This design comes from an exercise in tuning for small area, a short achievable clock period and few clock cycles on the open sky130 flow, not from production work. Function was not checked in any run shown here: the RTL went through the layout flow alone. Power is estimated from default activity; no workload was simulated.

`flow/config.mk`:
```
export PLATFORM = sky130hd
export DESIGN_NAME = accel_top
export DESIGN_NICKNAME = accel_top
export VERILOG_FILES = /design/flow/design.v
export SDC_FILE = /design/flow/constraint.sdc
export NUM_CORES = 4
export LEC_CHECK = 0
export CAP_MARGIN = 20
export CORE_MARGIN = 2
export CORE_UTILIZATION = 40
export CTS_BUF_LIST = sky130_fd_sc_hd__clkbuf_16
export CTS_CLUSTER_DIAMETER = 80
export CTS_CLUSTER_SIZE = 32
export PLACE_DENSITY = 0.6
export SLEW_MARGIN = 20
```
`flow/constraint.sdc`:
```
create_clock -name core_clock -period 10.0 [get_ports {clk}]
set_input_delay 2.0000 -clock core_clock [delete_from_list [all_inputs] [get_ports {clk}]]
set_output_delay 2.0000 -clock core_clock [all_outputs]
set_load 0.01 [all_outputs]
```
`flow/design.v`:
```
module pp_tree (
  input  logic [15:0] a,
  input  logic [15:0] b,
  output logic [57:0] t
);
  logic pp1;
  logic pp2;
  logic pp3;
  logic pp4;
  logic pp5;
  logic pp6;
  logic pp7;
  logic pp8;
  logic pp9;
  logic pp10;
  logic pp11;
  logic pp12;
  logic pp13;
  logic pp14;
  logic pp15;
  logic pp16;
  logic pp17;
  logic pp18;
  logic pp19;
  logic pp20;
  logic pp21;
  logic pp22;
  logic pp23;
  logic pp24;
  logic pp25;
  logic pp26;
  logic pp27;
  logic pp28;
  logic pp29;
  logic pp30;
  logic pp31;
  logic pp32;
  logic pp33;
  logic pp34;
  logic pp35;
  logic pp36;
  logic pp37;
  logic pp38;
  logic pp39;
  logic pp40;
  logic pp41;
  logic pp42;
  logic pp43;
  logic pp44;
  logic pp45;
  logic pp46;
  logic pp47;
  logic pp48;
  logic pp49;
  logic pp50;
  logic pp51;
  logic pp52;
  logic pp53;
  logic pp54;
  logic pp55;
  logic pp56;
  logic pp57;
  logic pp58;
  logic pp59;
  logic pp60;
  logic pp61;
  logic pp62;
  logic pp63;
  logic pp64;
  logic pp65;
  logic pp66;
  logic pp67;
  logic pp68;
  logic pp69;
  logic pp70;
  logic pp71;
  logic pp72;
  logic pp73;
  logic pp74;
  logic pp75;
  logic pp76;
  logic pp77;
  logic pp78;
  logic pp79;
  logic pp80;
  logic pp81;
  logic pp82;
  logic pp83;
  logic pp84;
  logic pp85;
  logic pp86;
  logic pp87;
  logic pp88;
  logic pp89;
  logic pp90;
  logic pp91;
  logic pp92;
  logic pp93;
  logic pp94;
  logic pp95;
  logic pp96;
  logic pp97;
  logic pp98;
  logic pp99;
  logic pp100;
  logic pp101;
  logic pp102;
  logic pp103;
  logic pp104;
  logic pp105;
  logic pp106;
  logic pp107;
  logic pp108;
  logic pp109;
  logic pp110;
  logic pp111;
  logic pp112;
  logic pp113;
  logic pp114;
  logic pp115;
  logic pp116;
  logic pp117;
  logic pp118;
  logic pp119;
  logic pp120;
  logic pp121;
  logic pp122;
  logic pp123;
  logic pp124;
  logic pp125;
  logic pp126;
  logic pp127;
  logic pp128;
  logic s129;
  logic c130;
  logic s131;
  logic c132;
  logic s133;
  logic c134;
  logic s135;
  logic c136;
  logic s137;
  logic c138;
  logic s139;
  logic c140;
  logic s141;
  logic c142;
  logic s143;
  logic c144;
  logic s145;
  logic c146;
  logic s147;
  logic c148;
  logic s149;
  logic c150;
  logic s151;
  logic c152;
  logic s153;
  logic c154;
  logic s155;
  logic c156;
  logic s157;
  logic c158;
  logic s159;
  logic c160;
  logic s161;
  logic c162;
  logic s163;
  logic c164;
  logic s165;
  logic c166;
  logic s167;
  logic c168;
  logic s169;
  logic c170;
  logic s171;
  logic c172;
  logic s173;
  logic c174;
  logic s175;
  logic c176;
  logic s177;
  logic c178;
  logic s179;
  logic c180;
  logic s181;
  logic c182;
  logic s183;
  logic c184;
  logic s185;
  logic c186;
  logic s187;
  logic c188;
  logic s189;
  logic c190;
  logic s191;
  logic c192;
  logic s193;
  logic c194;
  logic s195;
  logic c196;
  logic s197;
  logic c198;
  logic s199;
  logic c200;
  logic s201;
  logic c202;
  logic s203;
  logic c204;
  logic s205;
  logic c206;
  logic s207;
  logic c208;
  logic s209;
  logic c210;
  logic s211;
  logic c212;
  logic s213;
  logic c214;
  logic s215;
  logic c216;
  logic s217;
  logic c218;
  logic s219;
  logic c220;
  logic s221;
  logic c222;
  logic s223;
  logic c224;
  logic s225;
  logic c226;
  logic s227;
  logic c228;
  logic s229;
  logic c230;
  logic s231;
  logic c232;
  logic s233;
  logic c234;
  logic s235;
  logic c236;
  logic s237;
  logic c238;
  logic s239;
  logic c240;
  logic s241;
  logic c242;
  logic s243;
  logic c244;
  logic s245;
  logic c246;
  logic s247;
  logic c248;
  logic s249;
  logic c250;
  logic s251;
  logic c252;
  logic s253;
  logic c254;
  logic s255;
  logic c256;
  logic s257;
  logic c258;
  logic s259;
  logic c260;
  logic s261;
  logic c262;
  logic s263;
  logic c264;
  logic s265;
  logic c266;
  logic s267;
  logic c268;
  logic s269;
  logic c270;
  logic s271;
  logic c272;
  logic s273;
  logic c274;
  logic s275;
  logic c276;
  logic s277;
  logic c278;
  logic s279;
  logic c280;
  logic s281;
  logic c282;
  assign pp1 = a[0] & b[0];
  assign pp2 = a[0] & b[1];
  assign pp3 = a[0] & b[2];
  assign pp4 = a[0] & b[3];
  assign pp5 = a[0] & b[4];
  assign pp6 = a[0] & b[5];
  assign pp7 = a[0] & b[6];
  assign pp8 = a[0] & b[7];
  assign pp9 = a[1] & b[0];
  assign pp10 = a[1] & b[1];
  assign pp11 = a[1] & b[2];
  assign pp12 = a[1] & b[3];
  assign pp13 = a[1] & b[4];
  assign pp14 = a[1] & b[5];
  assign pp15 = a[1] & b[6];
  assign pp16 = a[1] & b[7];
  assign pp17 = a[2] & b[0];
  assign pp18 = a[2] & b[1];
  assign pp19 = a[2] & b[2];
  assign pp20 = a[2] & b[3];
  assign pp21 = a[2] & b[4];
  assign pp22 = a[2] & b[5];
  assign pp23 = a[2] & b[6];
  assign pp24 = a[2] & b[7];
  assign pp25 = a[3] & b[0];
  assign pp26 = a[3] & b[1];
  assign pp27 = a[3] & b[2];
  assign pp28 = a[3] & b[3];
  assign pp29 = a[3] & b[4];
  assign pp30 = a[3] & b[5];
  assign pp31 = a[3] & b[6];
  assign pp32 = a[3] & b[7];
  assign pp33 = a[4] & b[0];
  assign pp34 = a[4] & b[1];
  assign pp35 = a[4] & b[2];
  assign pp36 = a[4] & b[3];
  assign pp37 = a[4] & b[4];
  assign pp38 = a[4] & b[5];
  assign pp39 = a[4] & b[6];
  assign pp40 = a[4] & b[7];
  assign pp41 = a[5] & b[0];
  assign pp42 = a[5] & b[1];
  assign pp43 = a[5] & b[2];
  assign pp44 = a[5] & b[3];
  assign pp45 = a[5] & b[4];
  assign pp46 = a[5] & b[5];
  assign pp47 = a[5] & b[6];
  assign pp48 = a[5] & b[7];
  assign pp49 = a[6] & b[0];
  assign pp50 = a[6] & b[1];
  assign pp51 = a[6] & b[2];
  assign pp52 = a[6] & b[3];
  assign pp53 = a[6] & b[4];
  assign pp54 = a[6] & b[5];
  assign pp55 = a[6] & b[6];
  assign pp56 = a[6] & b[7];
  assign pp57 = a[7] & b[0];
  assign pp58 = a[7] & b[1];
  assign pp59 = a[7] & b[2];
  assign pp60 = a[7] & b[3];
  assign pp61 = a[7] & b[4];
  assign pp62 = a[7] & b[5];
  assign pp63 = a[7] & b[6];
  assign pp64 = a[7] & b[7];
  assign pp65 = a[8] & b[8];
  assign pp66 = a[8] & b[9];
  assign pp67 = a[8] & b[10];
  assign pp68 = a[8] & b[11];
  assign pp69 = a[8] & b[12];
  assign pp70 = a[8] & b[13];
  assign pp71 = a[8] & b[14];
  assign pp72 = a[8] & b[15];
  assign pp73 = a[9] & b[8];
  assign pp74 = a[9] & b[9];
  assign pp75 = a[9] & b[10];
  assign pp76 = a[9] & b[11];
  assign pp77 = a[9] & b[12];
  assign pp78 = a[9] & b[13];
  assign pp79 = a[9] & b[14];
  assign pp80 = a[9] & b[15];
  assign pp81 = a[10] & b[8];
  assign pp82 = a[10] & b[9];
  assign pp83 = a[10] & b[10];
  assign pp84 = a[10] & b[11];
  assign pp85 = a[10] & b[12];
  assign pp86 = a[10] & b[13];
  assign pp87 = a[10] & b[14];
  assign pp88 = a[10] & b[15];
  assign pp89 = a[11] & b[8];
  assign pp90 = a[11] & b[9];
  assign pp91 = a[11] & b[10];
  assign pp92 = a[11] & b[11];
  assign pp93 = a[11] & b[12];
  assign pp94 = a[11] & b[13];
  assign pp95 = a[11] & b[14];
  assign pp96 = a[11] & b[15];
  assign pp97 = a[12] & b[8];
  assign pp98 = a[12] & b[9];
  assign pp99 = a[12] & b[10];
  assign pp100 = a[12] & b[11];
  assign pp101 = a[12] & b[12];
  assign pp102 = a[12] & b[13];
  assign pp103 = a[12] & b[14];
  assign pp104 = a[12] & b[15];
  assign pp105 = a[13] & b[8];
  assign pp106 = a[13] & b[9];
  assign pp107 = a[13] & b[10];
  assign pp108 = a[13] & b[11];
  assign pp109 = a[13] & b[12];
  assign pp110 = a[13] & b[13];
  assign pp111 = a[13] & b[14];
  assign pp112 = a[13] & b[15];
  assign pp113 = a[14] & b[8];
  assign pp114 = a[14] & b[9];
  assign pp115 = a[14] & b[10];
  assign pp116 = a[14] & b[11];
  assign pp117 = a[14] & b[12];
  assign pp118 = a[14] & b[13];
  assign pp119 = a[14] & b[14];
  assign pp120 = a[14] & b[15];
  assign pp121 = a[15] & b[8];
  assign pp122 = a[15] & b[9];
  assign pp123 = a[15] & b[10];
  assign pp124 = a[15] & b[11];
  assign pp125 = a[15] & b[12];
  assign pp126 = a[15] & b[13];
  assign pp127 = a[15] & b[14];
  assign pp128 = a[15] & b[15];
  assign s129 = pp7 ^ pp14;
  assign c130 = pp7 & pp14;
  assign s131 = pp8 ^ pp15 ^ pp22;
  assign c132 = (pp8 & pp15) | (pp8 & pp22) | (pp15 & pp22);
  assign s133 = pp29 ^ pp36 ^ pp43;
  assign c134 = (pp29 & pp36) | (pp29 & pp43) | (pp36 & pp43);
  assign s135 = pp16 ^ pp23 ^ pp30;
  assign c136 = (pp16 & pp23) | (pp16 & pp30) | (pp23 & pp30);
  assign s137 = pp37 ^ pp44;
  assign c138 = pp37 & pp44;
  assign s139 = pp24 ^ pp31;
  assign c140 = pp24 & pp31;
  assign s141 = pp5 ^ pp12;
  assign c142 = pp5 & pp12;
  assign s143 = pp6 ^ pp13 ^ pp20;
  assign c144 = (pp6 & pp13) | (pp6 & pp20) | (pp13 & pp20);
  assign s145 = pp27 ^ pp34 ^ pp41;
  assign c146 = (pp27 & pp34) | (pp27 & pp41) | (pp34 & pp41);
  assign s147 = s129 ^ pp21 ^ pp28;
  assign c148 = (s129 & pp21) | (s129 & pp28) | (pp21 & pp28);
  assign s149 = pp35 ^ pp42 ^ pp49;
  assign c150 = (pp35 & pp42) | (pp35 & pp49) | (pp42 & pp49);
  assign s151 = pp71 ^ pp78 ^ pp85;
  assign c152 = (pp71 & pp78) | (pp71 & pp85) | (pp78 & pp85);
  assign s153 = s131 ^ s133 ^ pp50;
  assign c154 = (s131 & s133) | (s131 & pp50) | (s133 & pp50);
  assign s155 = pp57 ^ pp72 ^ pp79;
  assign c156 = (pp57 & pp72) | (pp57 & pp79) | (pp72 & pp79);
  assign s157 = pp86 ^ pp93 ^ pp100;
  assign c158 = (pp86 & pp93) | (pp86 & pp100) | (pp93 & pp100);
  assign s159 = pp107 ^ pp114;
  assign c160 = pp107 & pp114;
  assign s161 = s135 ^ s137 ^ pp51;
  assign c162 = (s135 & s137) | (s135 & pp51) | (s137 & pp51);
  assign s163 = pp58 ^ pp80 ^ pp87;
  assign c164 = (pp58 & pp80) | (pp58 & pp87) | (pp80 & pp87);
  assign s165 = pp94 ^ pp101 ^ pp108;
  assign c166 = (pp94 & pp101) | (pp94 & pp108) | (pp101 & pp108);
  assign s167 = pp115 ^ pp122 ^ c132;
  assign c168 = (pp115 & pp122) | (pp115 & c132) | (pp122 & c132);
  assign s169 = s139 ^ pp38 ^ pp45;
  assign c170 = (s139 & pp38) | (s139 & pp45) | (pp38 & pp45);
  assign s171 = pp52 ^ pp59 ^ pp88;
  assign c172 = (pp52 & pp59) | (pp52 & pp88) | (pp59 & pp88);
  assign s173 = pp95 ^ pp102 ^ pp109;
  assign c174 = (pp95 & pp102) | (pp95 & pp109) | (pp102 & pp109);
  assign s175 = pp116 ^ pp123 ^ c136;
  assign c176 = (pp116 & pp123) | (pp116 & c136) | (pp123 & c136);
  assign s177 = pp32 ^ pp39 ^ pp46;
  assign c178 = (pp32 & pp39) | (pp32 & pp46) | (pp39 & pp46);
  assign s179 = pp53 ^ pp60 ^ pp96;
  assign c180 = (pp53 & pp60) | (pp53 & pp96) | (pp60 & pp96);
  assign s181 = pp103 ^ pp110 ^ pp117;
  assign c182 = (pp103 & pp110) | (pp103 & pp117) | (pp110 & pp117);
  assign s183 = pp40 ^ pp47 ^ pp54;
  assign c184 = (pp40 & pp47) | (pp40 & pp54) | (pp47 & pp54);
  assign s185 = pp4 ^ pp11 ^ pp18;
  assign c186 = (pp4 & pp11) | (pp4 & pp18) | (pp11 & pp18);
  assign s187 = s141 ^ pp19 ^ pp26;
  assign c188 = (s141 & pp19) | (s141 & pp26) | (pp19 & pp26);
  assign s189 = pp33 ^ pp69 ^ pp76;
  assign c190 = (pp33 & pp69) | (pp33 & pp76) | (pp69 & pp76);
  assign s191 = s143 ^ s145 ^ pp70;
  assign c192 = (s143 & s145) | (s143 & pp70) | (s145 & pp70);
  assign s193 = pp77 ^ pp84 ^ pp91;
  assign c194 = (pp77 & pp84) | (pp77 & pp91) | (pp84 & pp91);
  assign s195 = pp98 ^ pp105;
  assign c196 = pp98 & pp105;
  assign s197 = s147 ^ s149 ^ s151;
  assign c198 = (s147 & s149) | (s147 & s151) | (s149 & s151);
  assign s199 = pp92 ^ pp99 ^ pp106;
  assign c200 = (pp92 & pp99) | (pp92 & pp106) | (pp99 & pp106);
  assign s201 = pp113 ^ c144 ^ c146;
  assign c202 = (pp113 & c144) | (pp113 & c146) | (c144 & c146);
  assign s203 = s153 ^ s155 ^ s157;
  assign c204 = (s153 & s155) | (s153 & s157) | (s155 & s157);
  assign s205 = s159 ^ pp121 ^ c130;
  assign c206 = (s159 & pp121) | (s159 & c130) | (pp121 & c130);
  assign s207 = c148 ^ c150 ^ c152;
  assign c208 = (c148 & c150) | (c148 & c152) | (c150 & c152);
  assign s209 = s161 ^ s163 ^ s165;
  assign c210 = (s161 & s163) | (s161 & s165) | (s163 & s165);
  assign s211 = s167 ^ c134 ^ c154;
  assign c212 = (s167 & c134) | (s167 & c154) | (c134 & c154);
  assign s213 = c156 ^ c158 ^ c160;
  assign c214 = (c156 & c158) | (c156 & c160) | (c158 & c160);
  assign s215 = s169 ^ s171 ^ s173;
  assign c216 = (s169 & s171) | (s169 & s173) | (s171 & s173);
  assign s217 = s175 ^ c138 ^ c162;
  assign c218 = (s175 & c138) | (s175 & c162) | (c138 & c162);
  assign s219 = c164 ^ c166 ^ c168;
  assign c220 = (c164 & c166) | (c164 & c168) | (c166 & c168);
  assign s221 = s177 ^ s179 ^ s181;
  assign c222 = (s177 & s179) | (s177 & s181) | (s179 & s181);
  assign s223 = pp124 ^ c140 ^ c170;
  assign c224 = (pp124 & c140) | (pp124 & c170) | (c140 & c170);
  assign s225 = c172 ^ c174 ^ c176;
  assign c226 = (c172 & c174) | (c172 & c176) | (c174 & c176);
  assign s227 = s183 ^ pp61 ^ pp104;
  assign c228 = (s183 & pp61) | (s183 & pp104) | (pp61 & pp104);
  assign s229 = pp111 ^ pp118 ^ pp125;
  assign c230 = (pp111 & pp118) | (pp111 & pp125) | (pp118 & pp125);
  assign s231 = c178 ^ c180 ^ c182;
  assign c232 = (c178 & c180) | (c178 & c182) | (c180 & c182);
  assign s233 = pp48 ^ pp55 ^ pp62;
  assign c234 = (pp48 & pp55) | (pp48 & pp62) | (pp55 & pp62);
  assign s235 = pp112 ^ pp119 ^ pp126;
  assign c236 = (pp112 & pp119) | (pp112 & pp126) | (pp119 & pp126);
  assign s237 = pp3 ^ pp10 ^ pp17;
  assign c238 = (pp3 & pp10) | (pp3 & pp17) | (pp10 & pp17);
  assign s239 = s185 ^ pp25 ^ pp68;
  assign c240 = (s185 & pp25) | (s185 & pp68) | (pp25 & pp68);
  assign s241 = pp75 ^ pp82;
  assign c242 = pp75 & pp82;
  assign s243 = s187 ^ s189 ^ pp83;
  assign c244 = (s187 & s189) | (s187 & pp83) | (s189 & pp83);
  assign s245 = pp90 ^ pp97 ^ c186;
  assign c246 = (pp90 & pp97) | (pp90 & c186) | (pp97 & c186);
  assign s247 = s191 ^ s193 ^ s195;
  assign c248 = (s191 & s193) | (s191 & s195) | (s193 & s195);
  assign s249 = c142 ^ c188 ^ c190;
  assign c250 = (c142 & c188) | (c142 & c190) | (c188 & c190);
  assign s251 = s197 ^ s199 ^ s201;
  assign c252 = (s197 & s199) | (s197 & s201) | (s199 & s201);
  assign s253 = c192 ^ c194 ^ c196;
  assign c254 = (c192 & c194) | (c192 & c196) | (c194 & c196);
  assign s255 = s203 ^ s205 ^ s207;
  assign c256 = (s203 & s205) | (s203 & s207) | (s205 & s207);
  assign s257 = c198 ^ c200 ^ c202;
  assign c258 = (c198 & c200) | (c198 & c202) | (c200 & c202);
  assign s259 = s209 ^ s211 ^ s213;
  assign c260 = (s209 & s211) | (s209 & s213) | (s211 & s213);
  assign s261 = c204 ^ c206 ^ c208;
  assign c262 = (c204 & c206) | (c204 & c208) | (c206 & c208);
  assign s263 = s215 ^ s217 ^ s219;
  assign c264 = (s215 & s217) | (s215 & s219) | (s217 & s219);
  assign s265 = c210 ^ c212 ^ c214;
  assign c266 = (c210 & c212) | (c210 & c214) | (c212 & c214);
  assign s267 = s221 ^ s223 ^ s225;
  assign c268 = (s221 & s223) | (s221 & s225) | (s223 & s225);
  assign s269 = c216 ^ c218 ^ c220;
  assign c270 = (c216 & c218) | (c216 & c220) | (c218 & c220);
  assign s271 = s227 ^ s229 ^ s231;
  assign c272 = (s227 & s229) | (s227 & s231) | (s229 & s231);
  assign s273 = c222 ^ c224 ^ c226;
  assign c274 = (c222 & c224) | (c222 & c226) | (c224 & c226);
  assign s275 = s233 ^ s235 ^ c184;
  assign c276 = (s233 & s235) | (s233 & c184) | (s235 & c184);
  assign s277 = c228 ^ c230 ^ c232;
  assign c278 = (c228 & c230) | (c228 & c232) | (c230 & c232);
  assign s279 = pp56 ^ pp63 ^ pp120;
  assign c280 = (pp56 & pp63) | (pp56 & pp120) | (pp63 & pp120);
  assign s281 = pp127 ^ c234 ^ c236;
  assign c282 = (pp127 & c234) | (pp127 & c236) | (c234 & c236);
  assign t[0] = pp1;   
  assign t[1] = pp65;   
  assign t[2] = pp2;   
  assign t[3] = pp9;   
  assign t[4] = pp66;   
  assign t[5] = pp73;   
  assign t[6] = s237;   
  assign t[7] = pp67;   
  assign t[8] = pp74;   
  assign t[9] = pp81;   
  assign t[10] = s239;   
  assign t[11] = s241;   
  assign t[12] = pp89;   
  assign t[13] = c238;   
  assign t[14] = s243;   
  assign t[15] = s245;   
  assign t[16] = c240;   
  assign t[17] = c242;   
  assign t[18] = s247;   
  assign t[19] = s249;   
  assign t[20] = c244;   
  assign t[21] = c246;   
  assign t[22] = s251;   
  assign t[23] = s253;   
  assign t[24] = c248;   
  assign t[25] = c250;   
  assign t[26] = s255;   
  assign t[27] = s257;   
  assign t[28] = c252;   
  assign t[29] = c254;   
  assign t[30] = s259;   
  assign t[31] = s261;   
  assign t[32] = c256;   
  assign t[33] = c258;   
  assign t[34] = s263;   
  assign t[35] = s265;   
  assign t[36] = c260;   
  assign t[37] = c262;   
  assign t[38] = s267;   
  assign t[39] = s269;   
  assign t[40] = c264;   
  assign t[41] = c266;   
  assign t[42] = s271;   
  assign t[43] = s273;   
  assign t[44] = c268;   
  assign t[45] = c270;   
  assign t[46] = s275;   
  assign t[47] = s277;   
  assign t[48] = c272;   
  assign t[49] = c274;   
  assign t[50] = s279;   
  assign t[51] = s281;   
  assign t[52] = c276;   
  assign t[53] = c278;   
  assign t[54] = pp64;   
  assign t[55] = pp128;   
  assign t[56] = c280;   
  assign t[57] = c282;   
endmodule
module acc_tree (
  input  logic [57:0] t,
  input  logic [17:0] x,
  input  logic [17:0] y,
  output logic [17:0] u,
  output logic [17:0] v
);
  logic s1;
  logic c2;
  logic s3;
  logic c4;
  logic s5;
  logic c6;
  logic s7;
  logic c8;
  logic s9;
  logic c10;
  logic s11;
  logic c12;
  logic s13;
  logic c14;
  logic s15;
  logic c16;
  logic s17;
  logic c18;
  logic s19;
  logic c20;
  logic s21;
  logic c22;
  logic s23;
  logic c24;
  logic s25;
  logic c26;
  logic s27;
  logic c28;
  logic s29;
  logic c30;
  logic s31;
  logic c32;
  logic s33;
  logic c34;
  logic s35;
  logic c36;
  logic s37;
  logic c38;
  logic s39;
  logic c40;
  logic s41;
  logic c42;
  logic s43;
  logic c44;
  logic s45;
  logic c46;
  logic s47;
  logic c48;
  logic s49;
  logic c50;
  logic s51;
  logic c52;
  logic s53;
  logic c54;
  logic s55;
  logic c56;
  logic s57;
  logic c58;
  logic s59;
  logic c60;
  logic s61;
  logic c62;
  logic s63;
  logic c64;
  logic s65;
  logic c66;
  logic s67;
  logic c68;
  logic s69;
  logic c70;
  logic s71;
  logic c72;
  logic s73;
  logic c74;
  logic s75;
  logic c76;
  logic s77;
  logic c78;
  logic s79;
  logic c80;
  logic s81;
  logic c82;
  logic s83;
  logic c84;
  logic s85;
  logic c86;
  logic s87;
  logic c88;
  logic s89;
  logic c90;
  logic s91;
  logic c92;
  logic s93;
  logic c94;
  logic s95;
  logic c96;
  logic s97;
  logic c98;
  logic s99;
  logic c100;
  logic s101;
  logic c102;
  logic s103;
  logic c104;
  logic s105;
  logic c106;
  logic s107;
  logic c108;
  logic s109;
  logic c110;
  logic s111;
  logic c112;
  logic s113;
  logic c114;
  logic s115;
  logic c116;
  logic s117;
  logic c118;
  logic s119;
  logic c120;
  logic s121;
  logic c122;
  assign s1 = t[2] ^ t[3] ^ t[4];
  assign c2 = (t[2] & t[3]) | (t[2] & t[4]) | (t[3] & t[4]);
  assign s3 = t[6] ^ t[7] ^ t[8];
  assign c4 = (t[6] & t[7]) | (t[6] & t[8]) | (t[7] & t[8]);
  assign s5 = t[9] ^ x[2];
  assign c6 = t[9] & x[2];
  assign s7 = t[10] ^ t[11] ^ t[12];
  assign c8 = (t[10] & t[11]) | (t[10] & t[12]) | (t[11] & t[12]);
  assign s9 = t[13] ^ x[3] ^ y[3];
  assign c10 = (t[13] & x[3]) | (t[13] & y[3]) | (x[3] & y[3]);
  assign s11 = t[14] ^ t[15] ^ t[16];
  assign c12 = (t[14] & t[15]) | (t[14] & t[16]) | (t[15] & t[16]);
  assign s13 = t[17] ^ x[4] ^ y[4];
  assign c14 = (t[17] & x[4]) | (t[17] & y[4]) | (x[4] & y[4]);
  assign s15 = t[18] ^ t[19] ^ t[20];
  assign c16 = (t[18] & t[19]) | (t[18] & t[20]) | (t[19] & t[20]);
  assign s17 = t[21] ^ x[5] ^ y[5];
  assign c18 = (t[21] & x[5]) | (t[21] & y[5]) | (x[5] & y[5]);
  assign s19 = t[22] ^ t[23] ^ t[24];
  assign c20 = (t[22] & t[23]) | (t[22] & t[24]) | (t[23] & t[24]);
  assign s21 = t[25] ^ x[6] ^ y[6];
  assign c22 = (t[25] & x[6]) | (t[25] & y[6]) | (x[6] & y[6]);
  assign s23 = t[26] ^ t[27] ^ t[28];
  assign c24 = (t[26] & t[27]) | (t[26] & t[28]) | (t[27] & t[28]);
  assign s25 = t[29] ^ x[7] ^ y[7];
  assign c26 = (t[29] & x[7]) | (t[29] & y[7]) | (x[7] & y[7]);
  assign s27 = t[30] ^ t[31] ^ t[32];
  assign c28 = (t[30] & t[31]) | (t[30] & t[32]) | (t[31] & t[32]);
  assign s29 = t[33] ^ x[8] ^ y[8];
  assign c30 = (t[33] & x[8]) | (t[33] & y[8]) | (x[8] & y[8]);
  assign s31 = t[34] ^ t[35] ^ t[36];
  assign c32 = (t[34] & t[35]) | (t[34] & t[36]) | (t[35] & t[36]);
  assign s33 = t[37] ^ x[9] ^ y[9];
  assign c34 = (t[37] & x[9]) | (t[37] & y[9]) | (x[9] & y[9]);
  assign s35 = t[38] ^ t[39] ^ t[40];
  assign c36 = (t[38] & t[39]) | (t[38] & t[40]) | (t[39] & t[40]);
  assign s37 = t[41] ^ x[10] ^ y[10];
  assign c38 = (t[41] & x[10]) | (t[41] & y[10]) | (x[10] & y[10]);
  assign s39 = t[42] ^ t[43] ^ t[44];
  assign c40 = (t[42] & t[43]) | (t[42] & t[44]) | (t[43] & t[44]);
  assign s41 = t[45] ^ x[11] ^ y[11];
  assign c42 = (t[45] & x[11]) | (t[45] & y[11]) | (x[11] & y[11]);
  assign s43 = t[46] ^ t[47] ^ t[48];
  assign c44 = (t[46] & t[47]) | (t[46] & t[48]) | (t[47] & t[48]);
  assign s45 = t[49] ^ x[12] ^ y[12];
  assign c46 = (t[49] & x[12]) | (t[49] & y[12]) | (x[12] & y[12]);
  assign s47 = t[50] ^ t[51] ^ t[52];
  assign c48 = (t[50] & t[51]) | (t[50] & t[52]) | (t[51] & t[52]);
  assign s49 = t[53] ^ x[13] ^ y[13];
  assign c50 = (t[53] & x[13]) | (t[53] & y[13]) | (x[13] & y[13]);
  assign s51 = t[54] ^ t[55] ^ t[56];
  assign c52 = (t[54] & t[55]) | (t[54] & t[56]) | (t[55] & t[56]);
  assign s53 = t[57] ^ x[14] ^ y[14];
  assign c54 = (t[57] & x[14]) | (t[57] & y[14]) | (x[14] & y[14]);
  assign s55 = t[0] ^ t[1];
  assign c56 = t[0] & t[1];
  assign s57 = s1 ^ t[5] ^ x[1];
  assign c58 = (s1 & t[5]) | (s1 & x[1]) | (t[5] & x[1]);
  assign s59 = s3 ^ s5 ^ y[2];
  assign c60 = (s3 & s5) | (s3 & y[2]) | (s5 & y[2]);
  assign s61 = s7 ^ s9 ^ c4;
  assign c62 = (s7 & s9) | (s7 & c4) | (s9 & c4);
  assign s63 = s11 ^ s13 ^ c8;
  assign c64 = (s11 & s13) | (s11 & c8) | (s13 & c8);
  assign s65 = s15 ^ s17 ^ c12;
  assign c66 = (s15 & s17) | (s15 & c12) | (s17 & c12);
  assign s67 = s19 ^ s21 ^ c16;
  assign c68 = (s19 & s21) | (s19 & c16) | (s21 & c16);
  assign s69 = s23 ^ s25 ^ c20;
  assign c70 = (s23 & s25) | (s23 & c20) | (s25 & c20);
  assign s71 = s27 ^ s29 ^ c24;
  assign c72 = (s27 & s29) | (s27 & c24) | (s29 & c24);
  assign s73 = s31 ^ s33 ^ c28;
  assign c74 = (s31 & s33) | (s31 & c28) | (s33 & c28);
  assign s75 = s35 ^ s37 ^ c32;
  assign c76 = (s35 & s37) | (s35 & c32) | (s37 & c32);
  assign s77 = s39 ^ s41 ^ c36;
  assign c78 = (s39 & s41) | (s39 & c36) | (s41 & c36);
  assign s79 = s43 ^ s45 ^ c40;
  assign c80 = (s43 & s45) | (s43 & c40) | (s45 & c40);
  assign s81 = s47 ^ s49 ^ c44;
  assign c82 = (s47 & s49) | (s47 & c44) | (s49 & c44);
  assign s83 = s51 ^ s53 ^ c48;
  assign c84 = (s51 & s53) | (s51 & c48) | (s53 & c48);
  assign s85 = x[15] ^ y[15] ^ c52;
  assign c86 = (x[15] & y[15]) | (x[15] & c52) | (y[15] & c52);
  assign s87 = s55 ^ x[0];
  assign c88 = s55 & x[0];
  assign s89 = s57 ^ y[1] ^ c56;
  assign c90 = (s57 & y[1]) | (s57 & c56) | (y[1] & c56);
  assign s91 = s59 ^ c2 ^ c58;
  assign c92 = (s59 & c2) | (s59 & c58) | (c2 & c58);
  assign s93 = s61 ^ c6 ^ c60;
  assign c94 = (s61 & c6) | (s61 & c60) | (c6 & c60);
  assign s95 = s63 ^ c10 ^ c62;
  assign c96 = (s63 & c10) | (s63 & c62) | (c10 & c62);
  assign s97 = s65 ^ c14 ^ c64;
  assign c98 = (s65 & c14) | (s65 & c64) | (c14 & c64);
  assign s99 = s67 ^ c18 ^ c66;
  assign c100 = (s67 & c18) | (s67 & c66) | (c18 & c66);
  assign s101 = s69 ^ c22 ^ c68;
  assign c102 = (s69 & c22) | (s69 & c68) | (c22 & c68);
  assign s103 = s71 ^ c26 ^ c70;
  assign c104 = (s71 & c26) | (s71 & c70) | (c26 & c70);
  assign s105 = s73 ^ c30 ^ c72;
  assign c106 = (s73 & c30) | (s73 & c72) | (c30 & c72);
  assign s107 = s75 ^ c34 ^ c74;
  assign c108 = (s75 & c34) | (s75 & c74) | (c34 & c74);
  assign s109 = s77 ^ c38 ^ c76;
  assign c110 = (s77 & c38) | (s77 & c76) | (c38 & c76);
  assign s111 = s79 ^ c42 ^ c78;
  assign c112 = (s79 & c42) | (s79 & c78) | (c42 & c78);
  assign s113 = s81 ^ c46 ^ c80;
  assign c114 = (s81 & c46) | (s81 & c80) | (c46 & c80);
  assign s115 = s83 ^ c50 ^ c82;
  assign c116 = (s83 & c50) | (s83 & c82) | (c50 & c82);
  assign s117 = s85 ^ c54 ^ c84;
  assign c118 = (s85 & c54) | (s85 & c84) | (c54 & c84);
  assign s119 = x[16] ^ y[16] ^ c86;
  assign c120 = (x[16] & y[16]) | (x[16] & c86) | (y[16] & c86);
  assign s121 = x[17] ^ y[17];
  assign c122 = x[17] & y[17];
  assign u[0] = s87;
  assign u[1] = s89;
  assign u[2] = s91;
  assign u[3] = s93;
  assign u[4] = s95;
  assign u[5] = s97;
  assign u[6] = s99;
  assign u[7] = s101;
  assign u[8] = s103;
  assign u[9] = s105;
  assign u[10] = s107;
  assign u[11] = s109;
  assign u[12] = s111;
  assign u[13] = s113;
  assign u[14] = s115;
  assign u[15] = s117;
  assign u[16] = s119;
  assign u[17] = s121;
  assign v[0] = y[0];
  assign v[1] = c88;
  assign v[2] = c90;
  assign v[3] = c92;
  assign v[4] = c94;
  assign v[5] = c96;
  assign v[6] = c98;
  assign v[7] = c100;
  assign v[8] = c102;
  assign v[9] = c104;
  assign v[10] = c106;
  assign v[11] = c108;
  assign v[12] = c110;
  assign v[13] = c112;
  assign v[14] = c114;
  assign v[15] = c116;
  assign v[16] = c118;
  assign v[17] = c120;
endmodule
module accel_top #(
  parameter int ARRAY_N = 4
) (
  input  logic        clk,
  input  logic        arst_n,
  input  logic        psel,
  input  logic        penable,
  input  logic        pwrite,
  input  logic [11:0] paddr,
  input  logic [31:0] pwdata,
  output logic [31:0] prdata,
  output logic        pready,
  output logic        pslverr,
  output logic        interrupt,
  output logic        busy
);
  localparam int CELLS  = ARRAY_N * ARRAY_N;
  localparam int T_BITS = 58;
  logic       setup;
  logic       in_buf;
  logic       hit_ctrl, hit_status, hit_a, hit_b;
  logic       ro_bits;
  logic       dec_err;
  logic [3:0] pidx;
  logic       rd_c, rd_status, rd_ctrl, rd_other;
  assign setup      = psel && !penable;
  assign in_buf     = (paddr[1:0] == 2'b00) && (paddr[7:6] == 2'b00);
  assign hit_ctrl   = (paddr == 12'h000);
  assign hit_status = (paddr == 12'h004);
  assign hit_a      = in_buf && (paddr[11:8] == 4'h1);
  assign hit_b      = in_buf && (paddr[11:8] == 4'h2);
  assign ro_bits    = |{pwdata[31:2], pwdata[0]};
  assign pidx       = paddr[5:2];
  always_comb begin
    if (pwrite) begin
      dec_err = !(hit_ctrl || hit_status || hit_a || hit_b) || (hit_status && ro_bits) ||
                ((hit_a || hit_b) && busy);
    end else begin
      dec_err = !(hit_ctrl || hit_status || hit_a || hit_b || (in_buf && paddr[11:8] == 4'h3));
    end
  end
  assign rd_c      = psel && !penable && !pwrite && (paddr[11:8] == 4'h3) &&
                     (paddr[7:6] == 2'b00) && (paddr[1:0] == 2'b00);
  assign rd_status = setup && !pwrite && hit_status;
  assign rd_ctrl   = setup && !pwrite && hit_ctrl;
  assign rd_other  = setup && !pwrite && !rd_c;
  logic       wr_a_q, wr_b_q, wr_ctrl_q, start_q, clr_q, err_q;
  logic [3:0] idx_q;
  logic       start;
  logic       cvalid;
  logic       irq_en, irq_en_n;
  logic       done, done_n;
  logic       interrupt_q;
  assign start    = start_q && !busy;
  assign irq_en_n = wr_ctrl_q ? pwdata[1] : irq_en;
  assign done_n   = busy || (done && !clr_q);
  always_ff @(posedge clk or negedge arst_n) begin
    if (!arst_n) begin
      wr_a_q      <= 1'b0;
      wr_b_q      <= 1'b0;
      wr_ctrl_q   <= 1'b0;
      start_q     <= 1'b0;
      clr_q       <= 1'b0;
      err_q       <= 1'b0;
      idx_q       <= '0;
      busy        <= 1'b0;
      done        <= 1'b0;
      irq_en      <= 1'b0;
      interrupt_q <= 1'b0;
      cvalid      <= 1'b0;
    end else begin
      wr_a_q      <= setup && pwrite && hit_a && !busy;
      wr_b_q      <= setup && pwrite && hit_b && !busy;
      wr_ctrl_q   <= setup && pwrite && hit_ctrl;
      start_q     <= setup && pwrite && hit_ctrl && pwdata[0];
      clr_q       <= setup && pwrite && hit_status && !ro_bits && pwdata[1];
      err_q       <= setup && dec_err;
      if (setup) begin
        idx_q <= pidx;
      end
      busy        <= start;
      done        <= done_n;
      irq_en      <= irq_en_n;
      interrupt_q <= done_n && irq_en_n;
      if (start) begin
        cvalid <= 1'b1;
      end
    end
  end
  assign interrupt = interrupt_q;
  logic [7:0] a_buf [CELLS];
  logic [7:0] b_buf [CELLS];
  logic [7:0] a_run [CELLS];
  logic [7:0] b_run [CELLS];
  always_ff @(posedge clk or negedge arst_n) begin
    if (!arst_n) begin
      for (int n = 0; n < CELLS; n++) begin
        a_buf[n] <= '0;
        b_buf[n] <= '0;
      end
    end else begin
      for (int n = 0; n < CELLS; n++) begin
        if (wr_a_q && idx_q == 4'(n)) a_buf[n] <= pwdata[7:0];
        if (wr_b_q && idx_q == 4'(n)) b_buf[n] <= pwdata[7:0];
      end
    end
  end
  always_ff @(posedge clk) begin
    if (start) begin
      for (int n = 0; n < CELLS; n++) begin
        a_run[n] <= a_buf[n];
        b_run[n] <= b_buf[n];
      end
    end
  end
  logic [3:0]  e_idx;             
  logic        e_ph;              
  logic        e_go;              
  logic [3:0]  base;              
  logic [3:0]  op_idx, t_idx, acc_idx, res_idx;
  logic        op_ph, t_ph, acc_ph;
  logic        op_v, t_v, acc_v, res_v;
  logic [15:0] a_sel, b_sel;
  logic [15:0] op_a, op_b;
  logic [T_BITS-1:0] t_d, t_q;
  logic [17:0] acc_x, acc_y, acc_u, acc_v_row;
  logic [17:0] acc_xin, acc_yin;
  logic [17:0] sum;
  logic [23:0] rdata_q;
  logic        acc_done;
  logic        in_flight;
  logic        c_first;           
  logic        c_pend, c_hit, c_pend_n, c_hit_n, pready_q;
  logic        res_v_n;
  logic [3:0]  res_idx_n;
  logic [3:0]  e_off;
  for (genvar l = 0; l < 2; l++) begin : g_sel
    assign a_sel[l*8 +: 8] = start ? a_buf[l] : a_run[e_idx[3:2] * ARRAY_N + 2 * e_ph + l];
    assign b_sel[l*8 +: 8] = start ? b_buf[l * ARRAY_N] :
                                     b_run[(2 * e_ph + l) * ARRAY_N + e_idx[1:0]];
  end
  pp_tree  u_pp  (.a(op_a), .b(op_b), .t(t_d));
  acc_tree u_acc (.t(t_q), .x(acc_xin), .y(acc_yin), .u(acc_u), .v(acc_v_row));
  assign acc_xin = t_ph ? acc_x : 18'd0;
  assign acc_yin = t_ph ? acc_y : 18'd0;
  assign sum     = acc_x + acc_y;
  always_ff @(posedge clk) begin
    op_a  <= a_sel;
    op_b  <= b_sel;
    t_q   <= t_d;
    acc_x <= acc_u;
    acc_y <= acc_v_row;
  end
  assign acc_done = acc_v && acc_ph;
  assign e_off = e_idx - base;
  assign e_go  = e_ph || (e_off < 4'd3);
  assign in_flight = (res_v && res_idx == idx_q) || (e_go && e_idx == idx_q) ||
                     (op_v && op_idx == idx_q) || (t_v && t_idx == idx_q) ||
                     (acc_v && acc_idx == idx_q);
  always_ff @(posedge clk or negedge arst_n) begin
    if (!arst_n) begin
      e_idx   <= '0;
      e_ph    <= 1'b0;
      base    <= '0;
      op_idx  <= '0;
      t_idx   <= '0;
      acc_idx <= '0;
      op_ph   <= 1'b0;
      t_ph    <= 1'b0;
      acc_ph  <= 1'b0;
      op_v    <= 1'b0;
      t_v     <= 1'b0;
      acc_v   <= 1'b0;
    end else begin
      op_idx  <= start ? 4'd0 : e_idx;
      op_ph   <= start ? 1'b0 : e_ph;
      t_idx   <= op_idx;
      t_ph    <= op_ph;
      acc_idx <= t_idx;
      acc_ph  <= t_ph;
      op_v    <= e_go || start;
      t_v     <= op_v && !start;
      acc_v   <= t_v && !start;
      if (start) begin
        e_idx <= '0;
        e_ph  <= 1'b1;
        base  <= '0;
      end else if (c_first && !in_flight) begin
        e_idx <= idx_q;
        e_ph  <= 1'b0;
        base  <= idx_q;
      end else begin
        if (c_first) begin
          base <= idx_q + 4'd1;
        end
        if (e_go) begin
          e_ph <= !e_ph;
          if (e_ph) begin
            e_idx <= e_idx + 4'd1;
          end
        end
      end
    end
  end
  assign c_pend_n  = rd_c || (c_pend && !c_hit);
  assign res_v_n   = !start && !rd_other && (acc_done || res_v);
  assign res_idx_n = acc_done ? acc_idx : res_idx;
  assign c_hit_n   = (acc_done || res_v) &&
                     ((rd_c && res_idx_n == pidx) || (c_pend && !c_hit && res_idx_n == idx_q));
  always_ff @(posedge clk or negedge arst_n) begin
    if (!arst_n) begin
      res_v    <= 1'b0;
      res_idx  <= '0;
      c_first  <= 1'b0;
      c_pend   <= 1'b0;
      c_hit    <= 1'b0;
      pready_q <= 1'b0;
    end else begin
      res_v    <= res_v_n;
      res_idx  <= res_idx_n;
      c_first  <= rd_c;
      c_pend   <= c_pend_n;
      c_hit    <= c_hit_n;
      pready_q <= !c_pend_n || c_hit_n;
    end
  end
  always_ff @(posedge clk) begin
    if (rd_other) begin
      rdata_q <= {22'd0, (rd_status && done_n) || (rd_ctrl && irq_en_n), rd_status && start};
    end else if (acc_done) begin
      rdata_q <= cvalid ? {6'd0, sum} : 24'd0;
    end
  end
  assign pready  = pready_q;
  assign pslverr = err_q;
  assign prdata  = {8'd0, rdata_q};
endmodule
```
`flow/flow/run.sh`:
```
#!/bin/bash
# layout flow: the standard flow, with timing repair asked for 6.6 ns of setup slack so
# that it keeps improving the achieved period beyond the 10 ns clock, and with plain
# buffers (rather than delay cells) on the ports
set -euo pipefail
bash standard.sh SETUP_SLACK_MARGIN=6.6 \
  "BUFFER_PORTS_ARGS=-buffer_cell sky130_fd_sc_hd__buf_2" finish > standard.log 2>&1
```
`flow/standard.sh`:
```
#!/bin/bash
# synth_recipe.tcl (not shown) runs the flow's synth.tcl, then flattens the netlist and writes it again
# the make line also repeats each setting of config.mk as NAME=value (left out here)
make -C /OpenROAD-flow-scripts/flow DESIGN_CONFIG=/design/flow/config.mk WORK_HOME=/design/flow/orfs CLKGATE_MAP_FILE= SYNTH_SCRIPT=/design/flow/synth_recipe.tcl "${@:-finish}"
```
==> metrics.cfg, run 1 <==
[timing]
finalClockSkew_ns = 0.0484
setup_ws_ns = 6.71
layout_min_cycle_time_ns = 3.29
setup_viol = 0
rsz0062_at_grt = no
final_max_slew_viol_count = 0
tns_ns = 0
hold_viol = 0
relSlewSlack_pct = 35.6
min_period_over_period_pct = 32.9
worst_slew_pin_slew_ns = 0.966
timing.fmax_mhz = 304

[layout]
instances_no_fill = 3124
drive_above_1_share_pct = 20.9
fillers = 6724
syn_to_final_growth_pct = 7.59
final_nets = 2344

[worst_setup_path]
critical_path.top_delay_family = compound AO/OA/AOI/OAI gates
start_kind = input port
r2r-end = op_a[5]
timing.reg2reg.setup_slack_ns = 6.82
worstPathArrival_ns = 3.64
slowest_stage = a21oi_2
r2r-start = e_ph
criticalPathCategory = in -> reg
crit_required_ns = 10.35
crit_chain = buf_2, nor2_1, and3_1, nand3_1, and2_1, a21oi_2, inv_1
cp-end-kind = register
cp_num_buf_inv = 2
cp_max_fo = 17
slowest_delay_ns = 0.68
ff2ff_path_depth = 7

[global_routing]
grt_pass1_vias = 17200
grt_pass1_wl_mm = 103
grtUsageTotal_pct = 17.0
antenna_found_initial = 0
gr-total-overflow = 0
grt_start_max_net_pins = 116

[synthesis]
synth.mux.area_fraction_pct = 12.3
synth_warnings = 5
synth-edff-count = 258
synth_top_family_by_area = multiplexers
yosysTopAreaCell = edfxtp_1
seq_area_frac_synth_pct = 60.7
synth_area_per_cell_um2 = 14.3
yosys.area_share.adder_pct = 10.1
async_flop_share_pct = 43.5
yosysTopAreaCellShare_pct = 25.7
synth_most_common_cell = dfrtp_1
synth-seq-cells = 706
synth_compound_area_share_pct = 5.19
synthXorXnorAreaFrac_pct = 1.42
synth_common_cells = 307 x dfrtp_1, 272 x mux2_2, 258 x edfxtp_1, 144 x and2_1, 141 x dfxtp_1
ys.flop_type = dfrtp_1
syn-cell-area_um2 = 30100
synth.distinct_cells = 63
synthTopCellsByArea = edfxtp_1 26%, dfrtp_1 26%, mux2_2 10%
yosys.area_share.simple_pct = 7.32
synthCells = 2104

[hold_path]
holdCritStartpoint = op_ph
whs_endpoint = t_ph
holdPathStages = 0
hold_class = reg -> reg

[route]
drt-wirelength-per-cell_um = 20.7
num_vias = 16400
detail-route-antenna-nets = 0
dr.pass1.iters = 5
via_per_inst = 5.25
drt_iter0_markers = 1286
postRouteWirelength_mm = 64.7
drc = 0

[clock_network]
path_clk_slew_ns = 0.11
cts_buffer_depth = 3
cts_tree = yes
holdBufCountCts = 0
insertion_delay_ns = 0.66
clock-root-buffer = clkbuf_16
cts_buffers = 31
clock_sinks = 706
cts_setup_buffers = 0
h-tree-depth = 1

[status]
status = complete, no violations

[power]
p_total_mw = 8.33
cellLeakagePower_nw = 13.0
peakVddDrop_v = 0.000147
power_density_nw_per_um2 = 257

[floorplanning]
die-height_um = 278
die_w_um = 278
core-area_um2 = 74400
die-area_um2 = 77400
start_util_pct = 40.4
rows = 100
ios = 85

[place]
dp_hpwl_mm = 42.7
gp_congestion = 0.839
io_buffers = 70
dpl_worst_slack_ns = 5.79
placedCellCount = 3065

[run]
maxCapViolCount = 0

## state kept, by name, indices dropped and copies added (netlist names), 16 cells and up
name / cells
b_buf: 128
op_b: 16
prdata: 18
a_run: 128
a_buf: 128
acc_y: 17
t_q: 58
b_run: 128
op_a: 16
acc_x: 18
## cells by family after synthesis
group	count (synthesis)
adder cells (fa/ha/maj)	166
flip-flops	706
XOR/XNOR	48
multiplexers	318
AO/OA/AOI/OAI	231
buffers and inverters	204
other	1
AND/OR/NAND/NOR	430
## power breakdown
part / leakage (nW) / internal [mW] / switching, mW
clock network: 0.531 / 0.610 / 0.961
logic: 5.36 / 1.27 / 1.70
registers: 7.14 / 3.39 / 0.403
total: 13.0 / 5.27 / 3.06
## worst max-delay path by stage
stage                   start     endpoint  cells after the start
finish              paddr[11]    prdata[1]                      7
global route         e_idx[0]      base[0]                     11
detailed placement     arst_n         e_ph                      3
CTS                      busy  b_run[2][3]                      5
floorplan            paddr[8]        err_q                      6
global placement       arst_n         e_ph                      3
## cells in the final DEF, fill, tap and decap left out, types with 7 or more instances in the layout
cell type  count
a21oi_1       53
a221oi_1      20
a222oi_1       8
a22o_1         9
a22oi_1       25
a31oi_1       11
and2_1       144
buf_2         69
buf_4         14
clkbuf_16     31
conb_1        14
dfrtp_1      305
dfxtp_1      141
edfxtp_1     258
fa_1         129
ha_1          35
inv_1        103
mux2_2       272
mux2i_1       31
mux4_2        15
nand2_1      123
nand3_1       40
nand4_1       11
nor2_1        51
nor2_2         8
nor2b_1        7
nor3_1        12
nor4_1        13
o21a_1         7
o21ai_0       52
o31ai_1        8
xnor2_1       22
xor2_1        25
## stage by stage
stage	util, %	instance area, um2	hold slack (ns)
6_report	43.5	32400	0.359
2_1_floorplan	-	30100	0.331
4_1_cts	43.5	32400	0.361
3_5_place_dp	42.1	31300	0.337
5_1_grt	43.5	32400	0.380
3_3_place_gp	42.1	31300	0.339
## layer usage
metal	vias up	part of all wire (%)	GRT usage [%]
met5	-	0	0
met4	0	1.7	3.04
met3	67	3.4	1.78
met2	284	50	29.1
met1	8658	45	23.9
li1	7396	-	-
## area by class of cell
| class | instances | area [um2] | share of cell area (%) |
|---|---|---|---|
| sequential | 706 | 18300 | 56.4 |
| multi-input combinational | 1207 | 11000 | 34.0 |
| tap | 969 | 1210 | 3.75 |
| clock buffer | 31 | 776 | 2.40 |
| timing repair buffer | 87 | 499 | 1.54 |
| inverter | 96 | 374 | 1.16 |
| clock inverter | 27 | 240 | 0.742 |
| antenna | 1 | 2.50 | 0.00773 |
## timing repair
| action | in CTS | in global routing |
|---|---|---|
| cloned | 0 | 0 |
| resized for setup | 2 | 3 |
| setup endpoints to repair | 107 | 75 |
==> run 2: changes to the inputs <==
--- a/flow/config.mk
+++ b/flow/config.mk
@@ -8,8 +8,8 @@
 export CAP_MARGIN = 20
 export CORE_MARGIN = 2
-export CORE_UTILIZATION = 40
+export CORE_UTILIZATION = 60
 export CTS_BUF_LIST = sky130_fd_sc_hd__clkbuf_16
 export CTS_CLUSTER_DIAMETER = 80
 export CTS_CLUSTER_SIZE = 32
-export PLACE_DENSITY = 0.6
+export PLACE_DENSITY = 0.75
 export SLEW_MARGIN = 20
==> metrics.cfg, run 2 <==
[status]
status = complete, no violations

[worst_setup_path]
worstPathArrival_ns = 3.52
start_kind = input port
r2r-end = b_run[8][3]
r2r-start = busy
cp-end-kind = register
ff2ff_path_depth = 4
cp_max_fo = 17
timing.reg2reg.setup_slack_ns = 6.80
criticalPathCategory = in -> reg
crit_required_ns = 10.31

[synthesis]
synthCells = 2104
synth_common_cells = 307 x dfrtp_1, 272 x mux2_2, 258 x edfxtp_1, 144 x and2_1, 141 x dfxtp_1
synth_most_common_cell = dfrtp_1
syn-cell-area_um2 = 30100
synth.distinct_cells = 63
yosysTopAreaCell = edfxtp_1
synth_area_per_cell_um2 = 14.3
ys.flop_type = dfrtp_1
synth_warnings = 5
synthTopCellsByArea = edfxtp_1 26%, dfrtp_1 26%, mux2_2 10%
synth-seq-cells = 706
yosysTopAreaCellShare_pct = 25.7
synth-edff-count = 258
async_flop_share_pct = 43.5
seq_area_frac_synth_pct = 60.7

[layout]
num_antenna_cells = 0
mostFrequentLayoutCells = 305 x dfrtp_1, 272 x mux2_2, 258 x edfxtp_1
final_util_pct = 64.4
drive_above_1_share_pct = 21.2
syn_to_final_growth_pct = 6.71
final_nets = 2343
fillers = 3647
design_area_um2 = 32100
final_common_cell = dfrtp_1

[global_routing]
grt_pass1_wl_mm = 97.2
grt_pass1_vias = 17300
grt_start_max_net_pins = 159
grtUsageTotal_pct = 24.1
antenna_found_initial = 0
gr-total-overflow = 0

[clock_network]
clock-root-buffer = clkbuf_16
holdBufCountCts = 0
clock_sinks = 706
insertion_delay_ns = 0.59
cts_buffers = 34
cts_tree = yes
h-tree-depth = 2
ctsResizeCount = 0
cts_buffer_depth = 3
cts_setup_buffers = 0
path_clk_slew_ns = 0.11

[timing]
min_period_over_period_pct = 32.1
final_max_slew_viol_count = 0
layout_min_cycle_time_ns = 3.21
setup_ws_ns = 6.79
finalClockSkew_ns = 0.0224
rsz0062_at_grt = no
worst_slew_pin_slew_ns = 1.03
hold_ws_ns = 0.367
hold_viol = 0
tns_ns = 0
setup_viol = 0
relSlewSlack_pct = 31.1
timing.fmax_mhz = 312

[floorplanning]
ios = 85
die_w_um = 228
die-height_um = 228
start_util_pct = 60.3
core-area_um2 = 49900
die-area_um2 = 52000
rows = 82

[place]
placed_area_um2 = 30900
dpl_worst_slack_ns = 6.15
io_buffers = 70
dp_hpwl_mm = 39.5
gp_congestion = 0.883

[hold_path]
holdCritStartpoint = op_ph
whs_endpoint = t_ph
hold_class = reg -> reg
holdPathStages = 0

[route]
dr.pass1.iters = 5
drt_iter0_markers = 1277
drt-wirelength-per-cell_um = 21.5
num_vias = 16400
detail-route-antenna-nets = 0
drc = 0
via_per_inst = 5.79
postRouteWirelength_mm = 60.7

[run]
maxCapViolCount = 0

[power]
peakVddDrop_v = 0.000178
power_density_nw_per_um2 = 262
cellLeakagePower_nw = 13.1

run 2: cell counts after synthesis:
Identical to the previous run, type by type.
run 2: kinds of logic after synthesis:
group / synth area share [%]
adder cells (fa/ha/maj): 10.1
XOR/XNOR: 1.42
AO/OA/AOI/OAI: 5.19
flip-flops: 60.7
multiplexers: 12.3
other: 0.0125
buffers and inverters: 2.94
AND/OR/NAND/NOR: 7.32
run 2: worst max path at each step:
stage | start | end | slack, ns | depth (start not counted)
3_5_place_dp | paddr[7] | prdata[1] | 6.15 | 7
5_1_grt | busy | b_run[8][3] | 6.61 | 4
3_3_place_gp | paddr[11] | prdata[0] | 6.24 | 7
4_1_cts | paddr[7] | prdata[0] | 6.78 | 7
6_report | paddr[7] | prdata[1] | 6.79 | 7
2_1_floorplan | paddr[8] | err_q | 6.68 | 6
run 2: where the power goes:
group,switching (mW),internal (mW)
Clock,0.968,0.721
Combinational,1.65,1.27
Sequential,0.401,3.39
run 2: cell type report:
type / count / area [um2] / share of cell area, %
clock inverter: 24 / 231 / 0.721
multi-input combinational: 1207 / 11000 / 34.3
tap: 672 / 841 / 2.62
clock buffer: 37 / 926 / 2.88
sequential: 706 / 18300 / 56.9
inverter: 96 / 369 / 1.15
timing repair buffer: 83 / 470 / 1.47
run 2: layer usage:
metal  up-vias  share of wire, %  global-route usage (%)
li1       7410                 -                       -
met1      8532                43                    32.3
met2       335                50                    41.2
met3        92               4.7                    3.65
met4         0               2.5                    6.94
met5         -                 0                       0
run 2: critical path, stage by stage:
cell,delay (ns)
buf_2,0.10
nor2_1,0.13
and3_1,0.22
nand3_1,0.10
and2_1,0.19
a21oi_2,0.60
inv_1,0.17
run 2: metrics by stage:
step                      cells  power, mW
after global placement     2764       6.67
after floorplan            2117       5.88
after global routing       2825       9.06
after CTS                  2825       8.49
after detailed placement   2764       6.82
final                      2825       8.41
==> run 3: changes to the inputs <==
--- a/flow/design.v
+++ b/flow/design.v
@@ -1052,7 +1052,6 @@
   logic [3:0]  e_off;
   for (genvar l = 0; l < 2; l++) begin : g_sel
-    assign a_sel[l*8 +: 8] = start ? a_buf[l] : a_run[e_idx[3:2] * ARRAY_N + 2 * e_ph + l];
-    assign b_sel[l*8 +: 8] = start ? b_buf[l * ARRAY_N] :
-                                     b_run[(2 * e_ph + l) * ARRAY_N + e_idx[1:0]];
+    assign a_sel[l*8 +: 8] = a_run[e_idx[3:2] * ARRAY_N + 2 * e_ph + l];
+    assign b_sel[l*8 +: 8] = b_run[(2 * e_ph + l) * ARRAY_N + e_idx[1:0]];
   end
   pp_tree  u_pp  (.a(op_a), .b(op_b), .t(t_d));
@@ -1072,6 +1071,6 @@
   assign e_go  = e_ph || (e_off < 4'd3);
   assign in_flight = (res_v && res_idx == idx_q) || (e_go && e_idx == idx_q) ||
-                     (op_v && op_idx == idx_q) || (t_v && t_idx == idx_q) ||
-                     (acc_v && acc_idx == idx_q);
+                     (op_v && op_ph && op_idx == idx_q) || (t_v && t_ph && t_idx == idx_q) ||
+                     (acc_v && acc_ph && acc_idx == idx_q);
   always_ff @(posedge clk or negedge arst_n) begin
     if (!arst_n) begin
@@ -1089,16 +1088,16 @@
       acc_v   <= 1'b0;
     end else begin
-      op_idx  <= start ? 4'd0 : e_idx;
-      op_ph   <= start ? 1'b0 : e_ph;
+      op_idx  <= e_idx;
+      op_ph   <= e_ph;
       t_idx   <= op_idx;
       t_ph    <= op_ph;
       acc_idx <= t_idx;
       acc_ph  <= t_ph;
-      op_v    <= e_go || start;
+      op_v    <= e_go && !start;
       t_v     <= op_v && !start;
       acc_v   <= t_v && !start;
       if (start) begin
         e_idx <= '0;
-        e_ph  <= 1'b1;
+        e_ph  <= 1'b0;
         base  <= '0;
       end else if (c_first && !in_flight) begin
--- a/flow/config.mk
+++ b/flow/config.mk
@@ -8,8 +8,8 @@
 export CAP_MARGIN = 20
 export CORE_MARGIN = 2
-export CORE_UTILIZATION = 60
+export CORE_UTILIZATION = 40
 export CTS_BUF_LIST = sky130_fd_sc_hd__clkbuf_16
 export CTS_CLUSTER_DIAMETER = 80
 export CTS_CLUSTER_SIZE = 32
-export PLACE_DENSITY = 0.75
+export PLACE_DENSITY = 0.6
 export SLEW_MARGIN = 20
==> metrics.cfg, run 3 <==
[status]
status = complete, no violations

[worst_setup_path]
criticalPathCategory = reg -> out
cp-end-kind = primary output
critPathCapture = busy
r2r-start = e_idx[0]
path_depth = 1
start_kind = register
timing.reg2reg.setup_slack_ns = 6.84
cp_num_buf_inv = 1
ff2ff_path_depth = 11
startpoint = busy
worstPathArrival_ns = 1.29
r2r-end = base[2]
crit_chain = buf_2
critical_path.top_delay_family = flip-flops
cp_max_fo = 6
slowest_delay_ns = 0.47
slowest_stage = dfrtp_1
crit_required_ns = 8.00

[run]
maxCapViolCount = 0

[layout]
design_area_um2 = 32100
syn_to_final_growth_pct = 8.01
drive_above_1_share_pct = 21.3
num_antenna_cells = 0
fillers = 6580
final_common_cell = dfrtp_1
final_nets = 2292
mostFrequentLayoutCells = 305 x dfrtp_1, 276 x mux2_2, 258 x edfxtp_1

[place]
dp_hpwl_mm = 41.5
dpl_worst_slack_ns = 5.88
gp_congestion = 0.875
placed_area_um2 = 31000
io_buffers = 70

[timing]
relSlewSlack_pct = 27.1
worst_slew_pin_slew_ns = 1.09
tns_ns = 0
rsz0062_at_grt = no
min_period_over_period_pct = 32.9
setup_viol = 0
layout_min_cycle_time_ns = 3.29
timing.fmax_mhz = 304
setup_ws_ns = 6.71
hold_viol = 0
final_max_slew_viol_count = 0
finalClockSkew_ns = 0.0347

[synthesis]
synth-seq-cells = 706
synth_area_per_cell_um2 = 14.6
synth.distinct_cells = 74
async_flop_share_pct = 43.5
ys.flop_type = dfrtp_1
synthCells = 2039
synth_common_cells = 307 x dfrtp_1, 276 x mux2_2, 258 x edfxtp_1, 141 x dfxtp_1, 139 x and2_1
syn-cell-area_um2 = 29700
seq_area_frac_synth_pct = 61.4
yosysTopAreaCellShare_pct = 26.0
yosysTopAreaCell = edfxtp_1
synth_warnings = 5
synth_most_common_cell = dfrtp_1
synth-edff-count = 258
synthTopCellsByArea = edfxtp_1 26%, dfrtp_1 26%, mux2_2 10%

[power]
p_sw_share_pct = 35.9
p_int_mw = 5.17
switching_power_mw = 2.90
p_total_mw = 8.08
peakVddDrop_v = 0.000161
combinationalPowerShare_pct = 34.4
cellLeakagePower_nw = 12.9
p_seq_share_pct = 46.0
clock_power_share_pct = 19.6
power_density_nw_per_um2 = 251

[floorplanning]
die-area_um2 = 76600
start_util_pct = 40.6
ios = 85
rows = 99
core-area_um2 = 73300
die_w_um = 277
die-height_um = 277

[clock_network]
cts_buffer_depth = 3
clock-root-buffer = clkbuf_16
clock_sinks = 706
cts_tree = yes
ctsResizeCount = 1
insertion_delay_ns = 0.64
path_clk_slew_ns = 0.12
h-tree-depth = 1
cts_buffers = 30
cts_setup_buffers = 0
holdBufCountCts = 0

[global_routing]
grt_pass1_vias = 17000
grt_start_max_net_pins = 188
gr-total-overflow = 0
grtUsageTotal_pct = 16.6
antenna_found_initial = 2
grt_pass1_wl_mm = 100

[route]
drt_iter0_markers = 1175
drt-wirelength-per-cell_um = 20.7
num_vias = 16000
drc = 0
via_per_inst = 5.24
dr.pass1.iters = 5
detail-route-antenna-nets = 0
postRouteWirelength_mm = 63.2

[hold_path]
hold_class = reg -> reg

[run 3: per-stage QoR]
step                      hold slack [ns]  util [%]  cells
after global routing                0.392      43.8   3059
after global placement              0.380      42.3   3003
after detailed placement            0.384      42.3   3003
after CTS                           0.391      43.8   3058
final                               0.390      43.8   3059
after floorplan                     0.354         -   2052
[run 3: per-layer routing]
layer,up-vias,global-route usage [%],share of wire [%]
met4,0,3.05,1.5
met1,8428,23.5,46
met5,-,0,0
met3,54,1.70,3.7
met2,296,28.2,49
li1,7250,-,-
[run 3: power by group through the flow]
stage	combinational, mW	sequential, mW	clock [mW]
2_1_floorplan	2.01	3.62	0
3_3_place_gp	2.74	3.78	0
3_5_place_dp	2.83	3.79	0
4_1_cts	2.84	3.73	1.63
5_1_grt	3.22	3.77	1.73
6_report	2.78	3.72	1.58
[run 3: layout make-up]
class	count	area, um2	share of cell area (%)
multi-input combinational	1158	10700	33.5
clock buffer	30	751	2.34
clock inverter	25	287	0.892
tap	959	1200	3.74
sequential	706	18300	56.8
inverter	92	360	1.12
timing repair buffer	89	523	1.63
[run 3: how the worst min path moves through the flow]
stage | start | end | slack [ns] | cells after the start
2_1_floorplan | op_idx[0] | t_idx[0] | 0.35 | 0
3_3_place_gp | t_idx[3] | acc_idx[3] | 0.38 | 0
3_5_place_dp | op_idx[0] | t_idx[0] | 0.38 | 0
4_1_cts | t_idx[3] | acc_idx[3] | 0.39 | 0
5_1_grt | op_idx[0] | t_idx[0] | 0.39 | 0
6_report | t_idx[3] | acc_idx[3] | 0.39 | 0
[run 3: cell families (layout without fill, tap and decap cells)]
| group | count (synthesis) | in the layout | synth area share, % |
|---|---|---|---|
| AOI/OAI and AO/OA | 234 | 234 | 5.61 |
| buffers and inverters | 188 | 236 | 2.75 |
| DFF | 706 | 706 | 61.4 |
| other | 1 | 14 | 0.0126 |
| xor gates and xnor gates | 45 | 45 | 1.33 |
| and+or+nand+nor | 393 | 393 | 7.11 |
| muxes | 306 | 306 | 11.6 |
| adders and majority gates | 166 | 166 | 10.2 |
==> run 4: changes to the inputs <==
==> flow/flow/run.sh (replaced) <==
#!/bin/bash
# layout flow: the standard flow, with timing repair asked for 7.0 ns of setup slack so
# that it keeps improving the achieved period beyond the 10 ns clock, and with plain
# buffers (rather than delay cells) on the ports
set -euo pipefail
bash standard.sh SETUP_SLACK_MARGIN=7.0 \
  "BUFFER_PORTS_ARGS=-buffer_cell sky130_fd_sc_hd__buf_2" finish > standard.log 2>&1
==> metrics.cfg, run 4 <==
[status]
status = complete, no violations

[place]
dp_hpwl_mm = 41.8
io_buffers = 70
placed_area_um2 = 31100
dpl_worst_slack_ns = 5.92
gp_congestion = 0.816
placedCellCount = 3003

[layout]
final_nets = 2314
instances_no_fill = 3082
mostFrequentLayoutCells = 303 x dfrtp_1, 276 x mux2_2, 258 x edfxtp_1
final_common_cell = dfrtp_1
drive_above_1_share_pct = 24.3
design_area_um2 = 32600
num_antenna_cells = 0
syn_to_final_growth_pct = 9.72

[clock_network]
clock_sinks = 706
clock-root-buffer = clkbuf_16
path_clk_slew_ns = 0.11
insertion_delay_ns = 0.64
holdBufCountCts = 0
cts_tree = yes
h-tree-depth = 1
cts_buffer_depth = 3
cts_buffers = 30

[worst_setup_path]
critical_path.top_delay_family = flip-flops
start_kind = register
slowest_delay_ns = 0.42
criticalPathCategory = reg -> out
crit_required_ns = 8.00
worstPathArrival_ns = 1.20
cp_num_buf_inv = 1
cp-end-kind = primary output
crit_chain = buf_2
slowest_stage = edfxtp_1
cp_max_fo = 1

[floorplanning]
ios = 85
die-height_um = 277
die_w_um = 277
die-area_um2 = 76600
core-area_um2 = 73300
start_util_pct = 40.6
rows = 99

[synthesis]
synth-edff-count = 258
ys.flop_type = dfrtp_1
synth.distinct_cells = 74
synth_most_common_cell = dfrtp_1
synth_warnings = 5
synth-seq-cells = 706
yosysTopAreaCell = edfxtp_1
synthTopCellsByArea = edfxtp_1 26%, dfrtp_1 26%, mux2_2 10%
yosysTopAreaCellShare_pct = 26.0
synthCells = 2039
syn-cell-area_um2 = 29700
seq_area_frac_synth_pct = 61.4
async_flop_share_pct = 43.5
synth_common_cells = 307 x dfrtp_1, 276 x mux2_2, 258 x edfxtp_1, 141 x dfxtp_1, 139 x and2_1
synth_area_per_cell_um2 = 14.6

[global_routing]
antenna_found_initial = 0
grt_start_max_net_pins = 156
gr-total-overflow = 0
grt_pass1_wl_mm = 103
grtUsageTotal_pct = 17.2
grt_pass1_vias = 17400

[timing]
finalClockSkew_ns = 0.0402
worst_slew_pin_slew_ns = 1.00
tns_ns = 0
rsz0062_at_grt = yes
layout_min_cycle_time_ns = 3.20
setup_viol = 0
min_period_over_period_pct = 32.0
final_max_slew_viol_count = 0
hold_viol = 0
setup_ws_ns = 6.80
relSlewSlack_pct = 32.5
timing.fmax_mhz = 313

[power]
peakVddDrop_v = 0.000142
cellLeakagePower_nw = 13.1
power_density_nw_per_um2 = 249

[route]
detail-route-antenna-nets = 0
num_vias = 16300
drc = 0
via_per_inst = 5.28
postRouteWirelength_mm = 65.6
drt-wirelength-per-cell_um = 21.3
drt_iter0_markers = 1196
dr.pass1.iters = 5

[run]
maxCapViolCount = 0

[hold_path]
hold_class = reg -> reg

-- run 4: cell type report --
cell class / instances / area, um2
sequential: 706 / 18300
tap: 959 / 1200
timing repair buffer: 109 / 848
fill: 6487 / 40700
inverter: 92 / 374
clock buffer: 32 / 801
clock inverter: 24 / 253
multi-input combinational: 1158 / 10800
timing repair inverter: 2 / 17.5
-- run 4: worst paths after layout --
check | slack, ns | depth (start not counted) | from | to
min in group asynchronous | 1.30 | 1 | arst_n | b_buf[7][7]
min reg2reg | 0.41 | 0 | t_idx[1] | acc_idx[1]
min | 0.41 | 0 | t_idx[1] | acc_idx[1]
max in group asynchronous | 7.24 | 2 | arst_n | e_ph
max reg2reg | 7.09 | 5 | e_idx[2] | op_a[8]
max | 6.80 | 1 | prdata[1] | prdata[1]
-- run 4: cells by family (layout without fill, tap and decap cells) --
kind of cell,Yosys count,in the layout,share of synthesized area (%)
flops,706,706,61.4
simple gates,393,393,7.11
mux,306,306,11.6
compound gates,234,234,5.61
buf+inv,188,259,2.75
fa+ha+maj,166,166,10.2
xor+xnor,45,45,1.33
other cells,1,14,0.0126
-- run 4: metrics by stage --
| step | hold slack, ns | total power, mW | util, % |
|---|---|---|---|
| 3_5_place_dp | 0.374 | 6.62 | 42.3 |
| 6_report | 0.408 | 8.14 | 44.5 |
| 4_1_cts | 0.409 | 8.22 | 44.3 |
| 5_1_grt | 0.411 | 8.75 | 44.5 |
| 3_3_place_gp | 0.384 | 6.53 | 42.3 |
| 2_1_floorplan | 0.354 | 5.63 | - |
-- run 4: what timing repair did --
action,CTS,global route
gates resized for setup,48,40
pin swaps,2,12
gates cloned,1,1
endpoints found under the setup margin,141,142
buffers inserted,16,5
-- run 4: routing by layer --
| metal | vias to the layer above | global-route usage, % | share of wire, % |
|---|---|---|---|
| met5 | - | 0 | 0 |
| met4 | 0 | 3.30 | 1.6 |
| met3 | 63 | 2.33 | 4.2 |
| met2 | 324 | 29.6 | 50 |
| met1 | 8595 | 23.4 | 45 |
| li1 | 7301 | - | - |
-- run 4: power by group --
part	switching, mW	total (mW)	internal, mW
sequential	0.359	3.74	3.38
clock	0.951	1.60	0.647
combinational	1.64	2.80	1.16
total	2.95	8.14	5.19

Re-timed with assumed drivers on the ports (clkbuf_16 on the clock, buf_2 on other inputs), run 4 has 6.740 ns of setup slack against 6.802 ns with ideal ports, and 6.283 ns once port delays also move by the mid clock arrival of 0.681 ns.
